What follows belongs to an exercise in optimizing a design on an open flow for small area, a short achievable clock period and few clock cycles; a production flow would make more cautious choices.
In this exercise RTL edits were held to simulation tests only and were not proved equivalent to the original.
Power is estimated from default activity; no workload was simulated.

==> flow/design.v <==
`default_nettype none
package cpu_pkg;
    typedef logic [15:0] word_t;
endpackage
`default_nettype wire
`timescale 1ns/1ns
`default_nettype none
module cpu (
    input wire cpu_clock,
    input wire reset,
    output cpu_pkg::word_t mem_address,
    output logic mem_read,
    output logic mem_write,
    output cpu_pkg::word_t mem_write_data,
    input wire cpu_pkg::word_t mem_read_data
);
    localparam int ST_A = 0;
    localparam int ST_B = 1;
    localparam int ST_C = 2;
    localparam int ST_D = 3;
    localparam int ST_E = 4;
    localparam int ST_W = 5;
    localparam int ST_F = 6;     
    localparam int ST_G = 7;     
    logic [7:0] st;
    logic [7:0] st_next;
    cpu_pkg::word_t pc;
    cpu_pkg::word_t pc_inc;
    assign pc_inc = pc + 16'd2;
    cpu_pkg::word_t flags;
    cpu_pkg::word_t r1, r2, r3, r4, r5, r6;
    cpu_pkg::word_t dq;
    logic [3:0] src;
    logic [3:0] dst;
    logic [2:0] opr;         
    logic taken;
    logic copy_op;
    logic src_mem;
    logic dst_mem;
    logic dst_rd;
    logic need_src;
    logic store_now;
    logic jump;
    logic q_s_mem, q_dst_mem, q_dst_is7, q_dst_is0, q_is_sub;
    logic [5:0] q_sel;
    assign copy_op = (opr == 3'd0);
    assign src_mem = src[3] & (src[2:0] != 3'd0);
    logic src_idx;       
    assign src_idx = src[3] & (src[2:0] != 3'd0) & (src[2:0] != 3'd7);
    assign dst_mem = dst[3] & (dst[2:0] != 3'd0);
    assign dst_rd = dst_mem & ~copy_op;
    assign need_src = src_mem & (~copy_op | (taken & (dst != 4'd7)));
    assign store_now = copy_op & dst_mem & taken;
    assign jump = taken & (dst == 4'd0);
    logic jump_fast;      
    function automatic logic effect_holds(input logic [2:0] e, input cpu_pkg::word_t f);
        logic t;
        case (e)
            3'd0: t = 1'b1;
            3'd1: t = f[0];
            3'd2: t = ~f[0];
            3'd3: t = f[2];
            3'd4: t = ~f[2];
            3'd5: t = f[1];
            3'd6: t = f[3];
            default: t = 1'b0;
        endcase
        effect_holds = t;
    endfunction
    cpu_pkg::word_t w0;
    logic w0_hit;
    assign w0 = (st[ST_W] & w0_hit) ? sq : mem_read_data;
    logic b_taken;
    logic b_jump_fast;
    assign b_taken = effect_holds(w0[6:4], flags);
    assign b_jump_fast = b_taken & (w0[15:8] == 8'h70) & (w0[3:0] == 4'd0);
    function automatic logic [7:0] port_decode(input logic [3:0] code);
        logic [7:0] sel;
        sel = '0;
        case (code)
            4'd0: sel[0] = 1'b1;
            4'd1, 4'd9: sel[1] = 1'b1;
            4'd2, 4'd10: sel[2] = 1'b1;
            4'd3, 4'd11: sel[3] = 1'b1;
            4'd4, 4'd12: sel[4] = 1'b1;
            4'd5, 4'd13: sel[5] = 1'b1;
            4'd6, 4'd14: sel[6] = 1'b1;
            4'd8: sel[7] = 1'b1;
            default: ;
        endcase
        port_decode = sel;
    endfunction
    function automatic cpu_pkg::word_t port_read(input logic [7:0] sel, input cpu_pkg::word_t pcv,
                                                 input cpu_pkg::word_t a1, input cpu_pkg::word_t a2,
                                                 input cpu_pkg::word_t a3, input cpu_pkg::word_t a4,
                                                 input cpu_pkg::word_t a5, input cpu_pkg::word_t a6,
                                                 input cpu_pkg::word_t f);
        port_read = ({16{sel[0]}} & pcv)
                  | ({16{sel[1]}} & a1)
                  | ({16{sel[2]}} & a2)
                  | ({16{sel[3]}} & a3)
                  | ({16{sel[4]}} & a4)
                  | ({16{sel[5]}} & a5)
                  | ({16{sel[6]}} & a6)
                  | ({16{sel[7]}} & f);
    endfunction
    cpu_pkg::word_t sq;
    cpu_pkg::word_t port_s;
    cpu_pkg::word_t port_d;
    cpu_pkg::word_t pc_4;
    assign pc_4 = {pc[15:2] + 14'd1, pc[1:0]};
    assign port_s = port_read(port_decode(w0[15:12]), pc_4, r1, r2, r3, r4, r5, r6, flags);
    assign port_d = port_read(port_decode(w0[11:8]) & 8'hfe, pc_4, r1, r2, r3, r4, r5, r6, flags);
    logic dst_imm;
    cpu_pkg::word_t s_val;
    cpu_pkg::word_t d_val;
    cpu_pkg::word_t src_addr;
    cpu_pkg::word_t dst_addr;
    assign dst_imm = (dst[2:0] == 3'd7) & st[ST_C];
    logic [16:0] src_sum;
    assign src_sum = {1'b0, sq} + {1'b0, mem_read_data};
    assign src_addr = src_sum[15:0];
    assign dst_addr = dst_imm ? mem_read_data : dq;
    logic s_mem, s_sq, d_mem, d_pc, d_dq;
    assign s_mem = ~(st[ST_E] | st[ST_W]) & q_s_mem;
    assign s_sq = ~s_mem;
    assign d_mem = q_dst_mem | (q_dst_is7 & st[ST_C]);
    assign d_pc = q_dst_is0;
    assign d_dq = ~d_mem & ~q_dst_is0;
    assign s_val = ({16{s_mem}} & mem_read_data) | ({16{s_sq}} & sq);
    assign d_val = ({16{d_mem}} & mem_read_data) | ({16{d_pc}} & pc_inc) | ({16{d_dq}} & dq);
    function automatic cpu_pkg::word_t rev(input cpu_pkg::word_t x);
        for (int i = 0; i < 16; i++) begin
            rev[i] = x[15 - i];
        end
    endfunction
    cpu_pkg::word_t res;
    logic [16:0] sum;
    cpu_pkg::word_t sh;
    logic is_sub;
    logic alu_c;
    logic alu_v;
    assign is_sub = q_is_sub;
    cpu_pkg::word_t s_inv;
    assign s_inv = s_val ^ {16{is_sub}};
    assign sum = {1'b0, d_val} + {1'b0, s_inv} + {16'd0, is_sub};
    logic sum_zero;
    assign sum_zero = ((d_val ^ s_inv) == {d_val[14:0] | s_inv[14:0], is_sub});
    assign sh = (opr[0] ? rev(d_val) : d_val) << s_val[3:0];
    logic sel_s, sel_sum, sel_and, sel_xor, sel_shl, sel_shr;
    assign sel_s = q_sel[0] & ~reset;
    assign sel_sum = q_sel[1] & ~reset;
    assign sel_and = q_sel[2] & ~reset;
    assign sel_xor = q_sel[3] & ~reset;
    assign sel_shl = q_sel[4] & ~reset;
    assign sel_shr = q_sel[5] & ~reset;
    cpu_pkg::word_t res_other;
    assign res_other = ({16{sel_s}} & s_val)
               | ({16{sel_and}} & (d_val & s_val))
               | ({16{sel_xor}} & (d_val ^ s_val))
               | ({16{sel_shl}} & sh)
               | ({16{sel_shr}} & rev(sh));
    assign res = res_other | ({16{sel_sum}} & sum[15:0]);
    logic res_zero;
    assign res_zero = sel_sum ? sum_zero : (res_other == 16'd0);
    assign alu_c = sel_sum & (sum[16] ^ is_sub);
    assign alu_v = sel_sum & (d_val[15] == s_inv[15]) & (sum[15] != d_val[15]);
    localparam int DEC_TAKEN = 0;
    localparam int DEC_JFAST = 1;
    localparam int DEC_COPY = 2;
    localparam int DEC_SMEM = 3;
    localparam int DEC_SIDX = 4;
    localparam int DEC_DMEM = 5;
    localparam int DEC_D15 = 6;
    localparam int DEC_D7 = 7;
    localparam int DEC_D0 = 8;
    localparam int BUS_RD = 0;
    localparam int BUS_WR = 1;
    localparam int BUS_PC = 2;
    localparam int BUS_PCINC = 3;
    localparam int BUS_SQ = 4;
    localparam int BUS_IMM = 5;
    localparam int BUS_DQ = 6;
    function automatic logic [8:0] decode(input cpu_pkg::word_t w, input logic t, input logic jf);
        logic [8:0] d;
        d[DEC_TAKEN] = t;
        d[DEC_JFAST] = jf;
        d[DEC_COPY] = w[3] | (w[2:0] == 3'd0);
        d[DEC_SMEM] = (w[15:12] >= 4'd9);
        d[DEC_SIDX] = (w[15:12] >= 4'd9) & (w[15:12] != 4'd15);
        d[DEC_DMEM] = (w[11:8] >= 4'd9);
        d[DEC_D15] = (w[11:8] == 4'd15);
        d[DEC_D7] = (w[11:8] == 4'd7);
        d[DEC_D0] = (w[11:8] == 4'd0);
        decode = d;
    endfunction
    function automatic logic [17:0] control(input logic [7:0] s, input logic [8:0] d);
        logic [7:0] nx;
        logic [6:0] bus;
        logic f, fj, fin;
        logic d_rd, n_src, st_now, jmp;
        d_rd = d[DEC_DMEM] & ~d[DEC_COPY];
        n_src = d[DEC_SMEM] & (~d[DEC_COPY] | (d[DEC_TAKEN] & ~d[DEC_D7]));
        st_now = d[DEC_COPY] & d[DEC_DMEM] & d[DEC_TAKEN];
        jmp = d[DEC_TAKEN] & d[DEC_D0];
        nx = '0;
        bus = '0;
        f = 1'b0;
        fj = 1'b0;
        fin = 1'b0;
        if (s[ST_A]) begin
            bus[BUS_RD] = 1'b1;
            bus[BUS_PC] = 1'b1;
            nx[ST_B] = 1'b1;
        end
        if (s[ST_B] | s[ST_F]) begin
            f = 1'b1;
            nx[ST_C] = 1'b1;
        end
        if (s[ST_C]) begin
            if (n_src & d[DEC_SIDX]) begin
                nx[ST_G] = 1'b1;
            end else if (n_src) begin
                bus[BUS_RD] = 1'b1;
                bus[BUS_IMM] = 1'b1;
                nx[ST_D] = 1'b1;
            end else if (d_rd) begin
                bus[BUS_RD] = 1'b1;
                bus[BUS_IMM] = d[DEC_D15];
                bus[BUS_DQ] = ~d[DEC_D15];
                nx[ST_E] = 1'b1;
            end else if (st_now) begin
                bus[BUS_WR] = 1'b1;
                bus[BUS_IMM] = d[DEC_D15];
                bus[BUS_DQ] = ~d[DEC_D15];
                nx[ST_A] = 1'b1;
            end else begin
                fin = 1'b1;
            end
        end
        if (s[ST_G]) begin
            bus[BUS_RD] = 1'b1;
            bus[BUS_SQ] = 1'b1;
            nx[ST_D] = 1'b1;
        end
        if (s[ST_D]) begin
            if (d_rd) begin
                bus[BUS_RD] = 1'b1;
                bus[BUS_DQ] = 1'b1;
                nx[ST_E] = 1'b1;
            end else if (st_now) begin
                bus[BUS_WR] = 1'b1;
                bus[BUS_DQ] = 1'b1;
                nx[ST_A] = 1'b1;
            end else begin
                fin = 1'b1;
            end
        end
        if (s[ST_E]) begin
            fin = 1'b1;
        end
        if (s[ST_W]) begin
            bus[BUS_WR] = 1'b1;
            bus[BUS_DQ] = 1'b1;
            nx[ST_F] = 1'b1;
        end
        if (fin) begin
            if (s[ST_E] & d[DEC_TAKEN]) begin
                f = 1'b1;
                nx[ST_W] = 1'b1;
            end else if (d[DEC_JFAST] & s[ST_C]) begin
                fj = 1'b1;
                bus[BUS_RD] = 1'b1;
                bus[BUS_IMM] = 1'b1;
                nx[ST_B] = 1'b1;
            end else if (jmp) begin
                nx[ST_A] = 1'b1;
            end else begin
                f = 1'b1;
                nx[ST_B] = 1'b1;
            end
        end
        if (f) begin
            bus[BUS_RD] = 1'b1;
            bus[BUS_PCINC] = 1'b1;
        end
        control = {nx, f, fj, fin, bus};
    endfunction
    logic [8:0] dec;
    logic [8:0] dec_next;
    logic [17:0] ctl;
    logic [17:0] ctl_next;
    logic [6:0] bus_q;
    assign dec = {dst == 4'd0, dst == 4'd7, dst == 4'd15, dst_mem, src_idx, src_mem, copy_op, jump_fast, taken};
    assign dec_next = st[ST_B] ? decode(mem_read_data, b_taken, b_jump_fast) : dec;
    assign ctl = control(st, dec);
    assign st_next = ctl[17:10];
    assign ctl_next = control(st_next, dec_next);
    logic fetch;        
    logic fetch_jump;   
    logic finish;       
    assign fetch = ctl[9];
    assign fetch_jump = ctl[8];
    assign finish = ctl[7];
    always_ff @(posedge cpu_clock) begin
        if (reset) begin
            bus_q <= 7'b0000101;
        end else begin
            bus_q <= ctl_next[6:0];
        end
    end
    assign mem_read = bus_q[BUS_RD];
    assign mem_write = bus_q[BUS_WR];
    assign mem_address = ({16{bus_q[BUS_PC]}} & pc)
                       | ({16{bus_q[BUS_PCINC]}} & pc_inc)
                       | ({16{bus_q[BUS_SQ]}} & sq)
                       | ({16{bus_q[BUS_IMM]}} & mem_read_data)
                       | ({16{bus_q[BUS_DQ]}} & dq);
    assign mem_write_data = s_val;
    always_ff @(posedge cpu_clock) begin
        if (reset) begin
            st <= 8'b00000001;
        end else begin
            st <= st_next;
        end
        if (st[ST_E]) begin
            w0_hit <= (dq[15:1] == pc_inc[15:1]);
        end
    end
    always_ff @(posedge cpu_clock) begin
        if (st[ST_B] | st[ST_W]) begin
            src <= w0[15:12];
            dst <= w0[11:8];
            opr <= w0[3] ? 3'd0 : w0[2:0];
            q_s_mem <= (w0[15:12] >= 4'd9) | (w0[15:12] == 4'd7);
            q_dst_mem <= (w0[11:8] >= 4'd9);
            q_dst_is7 <= (w0[11:8] == 4'd7);
            q_dst_is0 <= (w0[11:8] == 4'd0);
            q_is_sub <= (w0[3:0] == 4'd2);
            q_sel[0] <= w0[3] | (w0[2:0] == 3'd0);
            q_sel[1] <= ~w0[3] & ((w0[2:0] == 3'd1) | (w0[2:0] == 3'd2));
            q_sel[2] <= ~w0[3] & ((w0[2:0] == 3'd3) | (w0[2:0] == 3'd4));
            q_sel[3] <= ~w0[3] & ((w0[2:0] == 3'd4) | (w0[2:0] == 3'd5));
            q_sel[4] <= ~w0[3] & (w0[2:0] == 3'd6);
            q_sel[5] <= ~w0[3] & (w0[2:0] == 3'd7);
            taken <= b_taken;
            jump_fast <= b_jump_fast;
        end
        if (st[ST_B] | st[ST_W]) begin
            sq <= port_s;
        end else if (st[ST_C] & need_src & src_idx) begin
            sq <= src_addr;
        end else if (st[ST_C] | st[ST_D] | st[ST_E]) begin
            sq <= st[ST_E] ? res : s_val;
        end
        if (st[ST_B] | st[ST_W] | dst_imm) begin
            dq <= st[ST_C] ? mem_read_data : port_d;
        end
    end
    cpu_pkg::word_t wd;
    logic [6:1] we;
    assign wd = res;
    always_comb begin
        we = '0;
        if (finish & taken) begin
            case (dst)
                4'd1: we[1] = 1'b1;
                4'd2: we[2] = 1'b1;
                4'd3: we[3] = 1'b1;
                4'd4: we[4] = 1'b1;
                4'd5: we[5] = 1'b1;
                4'd6: we[6] = 1'b1;
                default: ;
            endcase
        end
        if (reset) begin
            we = '1;
        end
    end
    always_ff @(posedge cpu_clock) begin
        if (we[1]) r1 <= wd;
        if (we[2]) r2 <= wd;
        if (we[3]) r3 <= wd;
        if (we[4]) r4 <= wd;
        if (we[5]) r5 <= wd;
        if (we[6]) r6 <= wd;
    end
    always_ff @(posedge cpu_clock) begin
        if (reset) begin
            pc <= '0;
            flags <= '0;
        end else begin
            if ((fetch & ~st[ST_A]) | (mem_write & ~st[ST_W])) begin
                pc <= pc_inc;
            end
            if (fetch_jump) begin
                pc <= mem_read_data;
            end
            if (finish) begin
                if (taken) begin
                    if (dst == 4'd0 && !jump_fast) begin
                        pc <= res;
                    end
                    if (dst == 4'd8 && copy_op) begin
                        flags <= res;
                    end
                end
                if (!copy_op) begin
                    flags[3:0] <= {alu_v, alu_c, res[15], res_zero};
                end
            end
        end
    end
endmodule
`default_nettype wire
==> flow/run.sh <==
#!/bin/bash
# synth_recipe.tcl (not shown) runs the flow's synth.tcl, then flattens the netlist and writes it again
# the make line also repeats each setting of config.mk as NAME=value (left out here)
make -C /OpenROAD-flow-scripts/flow DESIGN_CONFIG=/design/flow/config.mk WORK_HOME=/design/flow/orfs CLKGATE_MAP_FILE= SYNTH_SCRIPT=/design/flow/synth_recipe.tcl finish
==> flow/config.mk <==
export PLATFORM = sky130hd
export DESIGN_NAME = cpu
export DESIGN_NICKNAME = cpu
export VERILOG_FILES = /design/flow/design.v
export SDC_FILE = /design/flow/constraint.sdc
export NUM_CORES = 4
export LEC_CHECK = 0
export CAP_MARGIN = 20
export CORE_MARGIN = 2
export CORE_UTILIZATION = 65
export PLACE_DENSITY = 0.75
export SETUP_SLACK_MARGIN = 2.0
export SLEW_MARGIN = 20
==> flow/constraint.sdc <==
create_clock -name core_clock -period 6.5 [get_ports {cpu_clock}]
set_input_delay 1.3000 -clock core_clock [delete_from_list [all_inputs] [get_ports {cpu_clock}]]
set_output_delay 1.3000 -clock core_clock [all_outputs]
set_load 0.01 [all_outputs]
==> qor.csv, run 1 <==
metric,value,unit
vias in the first global route,16200,
DR WL/cell,30.6,µm
Post-Route WL,69.2,mm
GR Overflow Total,0,
CP endpoint kind,flop,
Tot GR Track Use,52.9,%
WHS,0.517,ns
status,failed layout checks,
register area,5510,µm²
worst-margin pin slew,1.50,ns
fin worst setup slack,1.93,ns
H-tree Lvls,4,
DIE HEIGHT,160,µm
post-detail-place hpwl,48.1,mm
maximum clock frequency,0.219,GHz
"Period Utilization, post-route",70.3,%
RSZ-0062 raised after global routing,true,
"area leader, netlist",edfxtp_1,
pwr dens,250,nW/µm²
vias per cell,7.78,
Post-synth EDFFs,153,
Die W,160,µm
number of max-cap violations,1,
Yosys top cell area share,29.0,%
"Req. time, crit path",6.66,ns
largest net degree at the start of global routing,42,
terminus of the critical flop-to-flop path,flags[1]$_SDFFE_PP0P_,
area delta synth->final,14.4,%
synthesis-stage register bit count,198,
Yosys Warn Count,1,
final net count,2006,
Buffers on Ports,51,
crit path DAT,4.73,ns
Max VDD drop,0.000276,V
TritonCTS clock tree,yes,
Clock Path Buffers,2,
worst rel slew slack,-0.290,%
"Distinct cells, synth",100,
Slew Limit Fails,1,
cell count of the worst hold path,2,
clk slew on worst S/H paths,0.10,ns
layout cells sized above 1,15.0,%
final antenna-violating net count,0,
initial antenna violation count,3,
die area,25600,µm²
syn_nets,1962,
Placer Congestion,1.13,
I/O Pins,52,
Post-Syn Area per Cell,8.42,µm²
DRC violations left,0,
Setup TNS,0,ns
Hold Path Class,reg2reg,
reg2reg start,st[5]$_SDFF_PP0_,
via count,17600,
Max Clock Skew,0.0250,ns
initial drt markers,3802,
clk sinks,198,
hold_buf cts,0,
Mapped Cells,1879,
fillcell total,1793,
drt pass-1 iters,14,
Final setup viols,0,
r2r worst-path depth,16,
dpl ws,0.824,ns
"FFs w/ async S/R, synth",0,%
type of origin of the critical path,primary input,
global-route wire length before repair,102,mm
multi-input logic area,9940,µm²
largest cells by area after synthesis,"edfxtp_1, nand2_1, dfxtp_1",
crit path time final,4.57,ns
largest fanout on the critical path,9,
Starting Density,65.6,%
Setup CP Type,in2reg,
worst skew pair latency,0.46,ns
Rows,57,
leakage,6.90,nW
Min-Delay Endpoint,flags[10]$_SDFFE_PP0P_,
Synth Cell Area,15800,µm²
clock buffers created by TritonCTS,17,
FF-to-FF setup slack,2.04,ns
layout check faults,capacitance limit,
Core Area,24100,µm²
Clock Root Buffer,clkbuf_16,
Post-synth top flop,edfxtp_1,
Fin. Hold Viols,0,
"Seq/Total Area, Yosys",34.7,%
min-delay src,flags[10]$_SDFFE_PP0P_,
layer usage:
metal,GRT usage [%],vias up,part of all wire [%]
li1,-,7117,-
met1,65.3,7904,32
met2,74.3,1971,40
met3,22.4,605,18
met4,38.0,0,10
met5,0.568,-,0
worst max path at each step:
stage | to | depth (start not counted) | slack (ns) | start
after floorplan | sq[12]$_DFFE_PP_ | 16 | 1.99 | mem_read_data[0]
after global placement | sq[15]$_DFFE_PP_ | 14 | 0.88 | mem_read_data[8]
after detailed placement | flags[1]$_SDFFE_PP0P_ | 14 | 0.82 | mem_read_data[8]
after CTS | sq[5]$_DFFE_PP_ | 12 | 1.99 | pc[7]$_SDFF_PP0_
after global routing | sq[15]$_DFFE_PP_ | 15 | 1.94 | mem_read_data[12]
final | sq[8]$_DFFE_PP_ | 12 | 1.93 | mem_read_data[15]
final cells by class:
class	instances	share of cell area (%)
diodes	2	0.0277
clock buffers	17	2.35
clock inverters	15	1.08
inverters	96	2.02
multi-input cells	1461	55.0
flip-flops and latches	198	30.5
well taps	324	2.24
repair buffers	149	6.86
Yosys cell counts (15+ instances only):
cell type / instances
a222oi_1: 25
o21ai_0: 105
a211oi_1: 49
edfxtp_1: 153
o211ai_1: 23
or3_1: 20
nand2_1: 244
o221ai_1: 18
buf_2: 15
a31oi_1: 19
inv_1: 86
clkbuf_1: 89
nor2b_1: 18
dfxtp_1: 45
nor2_1: 143
a21oi_1: 172
a22oi_1: 32
nor3_1: 45
xor2_1: 46
xnor2_1: 57
nand2b_1: 15
a221oi_1: 22
mux2i_1: 42
a21o_1: 27
ha_1: 63
nand3_1: 61
timing repair:
| action | CTS | global route |
|---|---|---|
| gates resized for setup | 72 | 82 |
| setup buffers | 7 | 23 |
| setup endpoints to repair | 123 | 61 |
| pin swaps | 2 | 17 |
critical path: stages:
cell and delay (ns):
clkdlybuf4s50_1 0.64, inv_2 0.25, o221ai_1 0.26, nor2_1 0.23, inv_1 0.17, o21ai_2 0.29
o21ai_0 0.18, a211oi_1 0.32, o221ai_1 0.22, a21o_1 0.42, o21ai_0 0.30, a21oi_1 0.12
cells in the final DEF (no fill, tap or decap), drive strengths merged, types with 32 or more instances in the layout:
cell / n
inv: 102
a22oi: 32
nor2: 143
edfxtp: 153
nor3: 45
xor2: 48
o21ai: 113
buf: 102
ha: 63
nand2: 246
xnor2: 57
dfxtp: 45
mux2i: 43
nand3: 62
clkdlybuf4s50: 38
a211oi: 53
a21oi: 174
cells by family (layout without fill, tap and decap cells):
family	Yosys count	count (layout)	share of synthesized area, %
compound gates	617	617	26.6
buf+inv	220	277	5.64
flops	198	198	34.7
fa+ha+maj	65	65	5.24
simple gates	619	619	17.8
other cells	0	2	0
xor+xnor	105	105	5.91
mux	55	55	4.01
power breakdown:
part           total, mW  switching, mW  internal (mW)
sequential          1.70          0.131           1.57
combinational       1.68           1.10          0.582
clock               1.14          0.614          0.531
per-stage QoR:
stage                     power (mW)  std cells  utilization, %  area, µm²
after floorplan                 2.61       1879               -      15900
after detailed placement        3.15       2196            69.7      16800
after global placement          3.13       2196            69.7      16800
after CTS                       4.29       2235            73.3      17700
final                           4.53       2262            75.1      18100
after global routing            4.60       2261            75.0      18100
Testbench counts, summed over its fixed seeds: cycles 20,523.
==> run 2: changes to the inputs <==
--- a/flow/config.mk
+++ b/flow/config.mk
@@ -6,8 +6,8 @@
 export NUM_CORES = 4
 export LEC_CHECK = 0
-export CAP_MARGIN = 20
+export CAP_MARGIN = 30
 export CORE_MARGIN = 2
 export CORE_UTILIZATION = 65
 export PLACE_DENSITY = 0.75
 export SETUP_SLACK_MARGIN = 2.0
-export SLEW_MARGIN = 20
+export SLEW_MARGIN = 30
==> run 2 against run 1 <==
The run now finishes clean. Largest power group unchanged. Count of clock-buffer cells in the layout grew 1. Global-route usage shrank 0.12 points. Die area is the same. Clock power is essentially flat. Worst setup slack gained 0.0058 ns. Cell count shrank 0.27%. Hold slack gained 0.0018 ns.
==> qor.csv, run 2 <==
metric,value,unit,change
H-tree Lvls,4,,unchanged
Tot GR Track Use,52.8,%,-0.12 points
Die W,160,µm,unchanged
Fin. Hold Viols,0,,unchanged
Synth Cell Area,15800,µm²,unchanged
"count leader, synth",nand2_1,,
DRC violations left,0,,unchanged
mux cell area share after synthesis,4.01,%,unchanged
status,timing/DRC/antenna clean,,
post-synthesis simple-gate area fraction,17.8,%,unchanged
Slew Limit Fails,0,,-1
"Period Utilization, post-route",70.2,%,-0.090 points
Clock Path Buffers,2,,unchanged
cell count of the worst hold path,2,,unchanged
Final setup viols,0,,unchanged
"top cells by count, synth","nand2_1, a21oi_1, edfxtp_1, nor2_1, o21ai_0",,
"most common cell after layout, fill and taps aside",nand2_1,,
CP endpoint kind,flop,,
final net count,2001,,-0.25%
Yosys Warn Count,1,,unchanged
"Distinct cells, synth",100,,unchanged
clk sinks,198,,unchanged
Yosys top cell area share,29.0,%,unchanged
largest cells by area after synthesis,"edfxtp_1, nand2_1, dfxtp_1",,
worst rel slew slack,25.4,%,+26 points
DR WL/cell,30.8,µm,+0.72%
layout cells sized above 1,14.8,%,-0.22 points
multi-input logic area,9950,µm²,about the same
final antenna-violating net count,0,,unchanged
terminus of the critical flop-to-flop path,r4[15]$_DFFE_PP_,,
fin cells,2256,,-0.27%
CP endpoint,sq[9]$_DFFE_PP_,,
initial drt markers,3808,,+0.16%
synthesis-stage register bit count,198,,unchanged
die area,25600,µm²,unchanged
global-route wire length before repair,102,mm,about the same
crit path time final,4.56,ns,-0.00582 ns
worst-margin pin slew,1.11,ns,-0.383 ns
type of origin of the critical path,primary input,,
vias per cell,7.80,,+0.33%
Core Area,24100,µm²,unchanged
syn_nets,1962,,unchanged
leakage,6.86,nW,-0.69%
DIE HEIGHT,160,µm,unchanged
clock buffers created by TritonCTS,17,,unchanged
drt pass-1 iters,13,,-1
Clock Root Buffer,clkbuf_16,,
reg2reg start,pc[3]$_SDFF_PP0_,,
area delta synth->final,14.1,%,
Hold Path Class,reg2reg,,
Critical Path Start,mem_read_data[0],,
largest net degree at the start of global routing,42,,unchanged
Placer Congestion,1.13,,unchanged
Max Clock Skew,0.0203,ns,-0.00468 ns
largest family of logic cells by synthesized area,compound AO/OA/AOI/OAI gates,,
most frequent cells in the layout,"nand2_1, a21oi_1, edfxtp_1",,
Post-synth top flop,edfxtp_1,,
Mapped Cells,1879,,unchanged
Buffers on Ports,51,,unchanged
Post-Syn Area per Cell,8.42,µm²,unchanged
Post-Route WL,69.5,mm,+0.45%
compound-gate portion of the synthesized area,26.6,%,unchanged
GR Overflow Total,0,,unchanged
"Req. time, crit path",6.67,ns,about the same
worst skew pair latency,0.46,ns,about the same
crit path DAT,4.73,ns,about the same
Post-synth EDFFs,153,,unchanged
"Seq/Total Area, Yosys",34.7,%,unchanged
r2r worst-path depth,16,,unchanged
RSZ-0062 raised after global routing,true,,
Setup TNS,0,ns,unchanged
placed insts,2196,,unchanged
clk slew on worst S/H paths,0.08,ns,-0.02 ns
TritonCTS clock tree,yes,,
vias in the first global route,16500,,+1.7%
maximum clock frequency,0.219,GHz,+0.13%
XOR/XNOR Fraction of Synth Area,5.91,%,unchanged
"FFs w/ async S/R, synth",0,%,unchanged
"area leader, netlist",edfxtp_1,,
pwr dens,251,nW/µm²,+0.42%
number of max-cap violations,0,,-1
largest fanout on the critical path,9,,unchanged
Post-Synth Adder-Cell Area,5.24,%,unchanged
register area,5510,µm²,about the same
Setup CP Type,in2reg,,
FF-to-FF setup slack,1.99,ns,-0.05 ns
post-detail-place hpwl,48.3,mm,+0.50%
fillcell total,1802,,+0.50%
I/O Pins,52,,unchanged
WHS,0.519,ns,+0.00181 ns
initial antenna violation count,3,,unchanged
via count,17600,,+0.063%
Rows,57,,unchanged
Final Power,4.53,mW,+0.16%
Max VDD drop,0.000171,V,-38%
Starting Density,65.6,%,unchanged
run 2: per-layer routing:
layer | vias to the layer above | routed length [µm] | GRT usage, %
met3 | 597 | 12300 | 19.4
met1 | 7977 | 22500 | 65.7
li1 | 7099 | - | -
met4 | 6 | 7190 | 37.1
met5 | - | 77 | 1.52
met2 | 1929 | 27500 | 76.0
run 2: critical path, cell delays in order:
cell and delay (ns):
clkdlybuf4s15_2 0.26, and4bb_2 0.31, a21oi_4 0.24, buf_12 0.16, nand2_2 0.12, a211oi_1 0.51
nor2_1 0.11, o211ai_1 0.30, o221ai_1 0.27, a21oi_1 0.44, o21ai_2 0.36, mux2i_1 0.24
a21oi_1 0.09
run 2: layout make-up:
class,count,area share (%)
diodes,1,0.0139
clock buffers,18,2.43
clock inverters,14,1.05
inverters,96,2.02
multi-input cells,1461,55.2
flip-flops and latches,198,30.5
well taps,324,2.25
repair buffers,144,6.55
run 2: per-stage QoR:
stage / instance area, µm² / setup slack, ns / utilization [%]
4_1_cts: 17700 / 1.96 / 73.5
6_report: 18000 / 1.94 / 74.9
5_1_grt: 18000 / 1.92 / 74.9
3_3_place_gp: 16800 / 0.880 / 69.7
2_1_floorplan: 15900 / 1.99 / -
3_5_place_dp: 16800 / 0.789 / 69.8
run 2: worst min-delay path by stage:
stage | startpoint | slack [ns] | endpoint
6_report | flags[12]$_SDFFE_PP0P_ | 0.52 | flags[12]$_SDFFE_PP0P_
5_1_grt | flags[12]$_SDFFE_PP0P_ | 0.54 | flags[12]$_SDFFE_PP0P_
4_1_cts | flags[12]$_SDFFE_PP0P_ | 0.52 | flags[12]$_SDFFE_PP0P_
3_5_place_dp | flags[12]$_SDFFE_PP0P_ | 0.50 | flags[12]$_SDFFE_PP0P_
3_3_place_gp | flags[10]$_SDFFE_PP0P_ | 0.50 | flags[10]$_SDFFE_PP0P_
2_1_floorplan | st[6]$_SDFF_PP0_ | 0.45 | st[2]$_SDFF_PP0_
run 2: kinds of logic (layout without fill, tap and decap cells):
logic type      count (synthesis)  count (layout)
compound gates                617             617
mux                            55              55
other cells                     0               1
buf+inv                       220             272
simple gates                  619             619
xor+xnor                      105             105
flops                         198             198
fa+ha+maj                      65              65
run 2: what timing repair did:
item / 4_1_cts / 5_1_grt
resized for setup: 67 / 73
pin swaps: 2 / 13
hold buffers: 0 / 0
endpoints found under the setup margin: 127 / 66
buffers inserted: 11 / 15
run 2: power breakdown:
part / total, mW / leakage [nW] / switching [mW] / internal [mW]
sequential: 1.70 / 1.87 / 0.130 / 1.57
combinational: 1.68 / 4.68 / 1.11 / 0.577
clock: 1.15 / 0.304 / 0.609 / 0.541
==> run 3: changes to the inputs <==
--- a/flow/config.mk
+++ b/flow/config.mk
@@ -10,4 +10,4 @@
 export CORE_UTILIZATION = 65
 export PLACE_DENSITY = 0.75
-export SETUP_SLACK_MARGIN = 2.0
+export SETUP_SLACK_MARGIN = 1.7
 export SLEW_MARGIN = 30
==> run 3 against run 2 <==
Sequential cell count did not move. Synthesized cell count did not move. Synthesized area did not move. Clock skew fell by 0.0023 ns. Global-route usage fell by 2.5 points.
==> qor.csv, run 3 <==
metric,value,unit,change
crit path time final,4.97,ns,+0.404 ns
r2r worst-path depth,12,,-4
largest net degree at the start of global routing,38,,-9.5%
synthesis-stage register bit count,198,,unchanged
Crit-path slowest cell,a21oi_1,,
Mapped Cells,1879,,unchanged
fillcell total,1808,,+0.33%
multi-input logic area,9790,µm²,-1.6%
cell count of the worst hold path,2,,unchanged
DR WL/cell,29.2,µm,-5.3%
reg2reg start,pc[3]$_SDFF_PP0_,,
clock buffers created by TritonCTS,17,,unchanged
Post-Syn Area per Cell,8.42,µm²,unchanged
worst path bufs/invs,4,,+2
worst rel slew slack,29.4,%,+4.0 points
CP endpoint kind,flop,,
min-delay src,st[6]$_SDFF_PP0_,,
"Req. time, crit path",6.64,ns,-0.03 ns
"Top cell by count, worst path",inv_1,,
maximum clock frequency,0.201,GHz,-8.1%
Setup TNS,0,ns,unchanged
clk sinks,198,,unchanged
number of max-cap violations,0,,unchanged
DIE HEIGHT,160,µm,unchanged
Clock Path Buffers,2,,unchanged
"top cells by count, synth","nand2_1, a21oi_1, edfxtp_1, nor2_1, o21ai_0",,
drt pass-1 iters,10,,-3
hold_buf cts,0,,unchanged
area delta synth->final,12.7,%,
type of origin of the critical path,primary input,,
Post-Route WL,65.7,mm,-5.6%
initial antenna violation count,1,,-2
fin cells,2250,,-0.27%
vias per cell,7.60,,-2.7%
"Seq/Total Area, Yosys",34.7,%,unchanged
WHS,0.516,ns,-0.00210 ns
TritonCTS clock tree,yes,,
Fin. Hold Viols,0,,unchanged
die area,25600,µm²,unchanged
Max Clock Skew,0.0180,ns,-0.00231 ns
I/O Pins,52,,unchanged
clk slew on worst S/H paths,0.08,ns,about the same
Post-synth EDFFs,153,,unchanged
status,timing/DRC/antenna clean,,
Slew Limit Fails,0,,unchanged
worst path cell trace,clkdlybuf4s50_1 > inv_1 > o221ai_1 > nor2_4 > inv_1 > o211ai_1 > o221ai_1 > a211o_1 > a21oi_1 > inv_1,,
post-detail-place hpwl,46.9,mm,-2.9%
"Period Utilization, post-route",76.4,%,+6.2 points
layout cells sized above 1,12.6,%,-2.1 points
Synth Cell Area,15800,µm²,unchanged
global-route wire length before repair,97.2,mm,-4.3%
syn_nets,1962,,unchanged
crit path DAT,5.11,ns,+0.38 ns
Final Power,4.43,mW,-2.2%
Clock Root Buffer,clkbuf_16,,
final antenna-violating net count,0,,unchanged
placed insts,2194,,-0.091%
post-route cell area,17800,µm²,-1.2%
pwr dens,249,nW/µm²,-1.0%
Final setup viols,0,,unchanged
FF-to-FF setup slack,1.69,ns,-0.30 ns
Core Area,24100,µm²,unchanged
Yosys Warn Count,1,,unchanged
Hold Path Class,reg2reg,,
Die W,160,µm,unchanged
largest fanout on the critical path,6,,-3
Buffers on Ports,51,,unchanged
initial drt markers,3605,,-5.3%
Tot GR Track Use,50.3,%,-2.5 points
"FFs w/ async S/R, synth",0,%,unchanged
"delay-heaviest family, CP",compound AO/OA/AOI/OAI gates,,
vias in the first global route,15700,,-4.3%
"count leader, synth",nand2_1,,
Starting Density,65.6,%,unchanged
RSZ-0062 raised after global routing,true,,
Min-Delay Endpoint,st[2]$_SDFF_PP0_,,
largest cells by area after synthesis,"edfxtp_1, nand2_1, dfxtp_1",,
via count,17100,,-2.9%
Setup CP Type,in2reg,,
Antenna Cells,0,,-1
"most common cell after layout, fill and taps aside",nand2_1,,
worst skew pair latency,0.46,ns,about the same
DRC violations left,0,,unchanged
H-tree Lvls,4,,unchanged
final net count,1996,,-0.25%
terminus of the critical flop-to-flop path,r3[6]$_DFFE_PP_,,
worst-margin pin slew,1.06,ns,-0.0556 ns
Post-synth top flop,edfxtp_1,,
Post-DP Area,16700,µm²,-0.48%
register area,5510,µm²,about the same
most frequent cells in the layout,"nand2_1, a21oi_1, edfxtp_1",,
"area leader, netlist",edfxtp_1,,
Rows,57,,unchanged
Max VDD drop,0.000264,V,+55%
max incr delay on CP,0.74,ns,+0.23 ns
Yosys top cell area share,29.0,%,unchanged
Placer Congestion,1.08,,-3.9%
GR Overflow Total,0,,unchanged
"Distinct cells, synth",100,,unchanged
leakage,6.82,nW,-0.56%
==> run 3: cell families (layout without fill, tap and decap cells) <==
| kind of cell | Yosys count | after routing | synth area share [%] |
|---|---|---|---|
| buffers and inverters | 220 | 267 | 5.64 |
| flip-flops | 198 | 198 | 34.7 |
| XOR/XNOR | 105 | 105 | 5.91 |
| adder cells (fa/ha/maj) | 65 | 65 | 5.24 |
| multiplexers | 55 | 55 | 4.01 |
| AND/OR/NAND/NOR | 619 | 619 | 17.8 |
| AO/OA/AOI/OAI | 617 | 617 | 26.6 |
==> run 3: stage by stage <==
step	util (%)	setup WS (ns)
after global routing	74.0	1.58
after floorplan	-	1.73
after detailed placement	69.5	0.428
after CTS	72.9	1.73
final	74.0	1.53
after global placement	69.5	0.471
==> run 3: timing repair <==
item                                   4_1_cts  5_1_grt
setup endpoints to repair                  114       63
endpoints found under the hold margin        0        0
resized for setup                           33       52
setup buffers                               12       11
pin swaps                                    4        8
==> run 3: layout make-up <==
class                   instances  area share, %
well taps                     324           2.27
clock buffers                  18           2.41
repair buffers                139           6.46
clock inverters                14           1.02
multi-input cells            1461           54.9
flip-flops and latches        198           30.9
inverters                      96           2.04
==> run 3: per-layer routing <==
metal  global-route usage, %  vias to the layer above  routed length [µm]
met4                    24.8                        0                4320
met3                    20.9                      342               12700
met2                    68.4                     1867               25500
met1                    69.0                     7785               23200
li1                        -                     7096                   -
met5                       0                        -                   0
==> run 3: where the power goes <==
group,switching [mW],leakage (nW),internal (mW)
combinational,1.08,4.65,0.553
sequential,0.133,1.87,1.57
clock,0.572,0.295,0.525
==> run 3: how the worst max path moves through the flow <==
stage | startpoint | cells after the start | endpoint | slack [ns]
after floorplan | mem_read_data[2] | 17 | flags[1]$_SDFFE_PP0P_ | 1.73
after global placement | mem_read_data[2] | 15 | sq[15]$_DFFE_PP_ | 0.47
after detailed placement | mem_read_data[2] | 15 | sq[15]$_DFFE_PP_ | 0.43
after CTS | mem_read_data[12] | 6 | mem_write_data[12] | 1.73
after global routing | pc[5]$_SDFF_PP0_ | 16 | flags[1]$_SDFFE_PP0P_ | 1.58
final | mem_read_data[15] | 10 | r3[6]$_DFFE_PP_ | 1.53
==> run 3: worst reg2reg max path, cell delays in order, from the launching register on <==
cell      delay (ns)
dfxtp_2         0.48
ha_1            0.36
nand4_1         0.30
o31ai_1         0.46
a21oi_2         0.17
or2_2           0.43
inv_2           0.18
o221ai_2        0.22
o211ai_1        0.26
o221ai_1        0.23
a211o_1         0.41
a21oi_1         0.74
inv_1           0.25

[static timing again, ports no longer ideal]
How much do the figures lean on ideal ports? The routed layouts below were timed once more, with nothing changed but the port constraints. Step 1 assumes that a clkbuf_16 drives the clock port and a buf_2 every other input. Step 2, shift: input delay + t, output delay - t, t = (earliest + latest rising clock arrival at the registers) / 2. This alone moves slack from input paths to output paths. Three values: ideal ports, drivers, drivers and shift; two values: the first two.
run | shift t [ns] | setup slack, ns | clock arrival spread, ns
run 1 | 0.496 | 1.929 / 1.934 / 1.453 | 0.025 / 0.025
run 2 | 0.500 | 1.935 / 1.929 / 1.435 | 0.021 / 0.020
run 3 | 0.504 | 1.531 / 1.556 / 1.052 | 0.018 / 0.018
For run 2, which loses most, drivers alone change the setup slack by -0.006 ns; drivers and shift together by -0.500 ns.
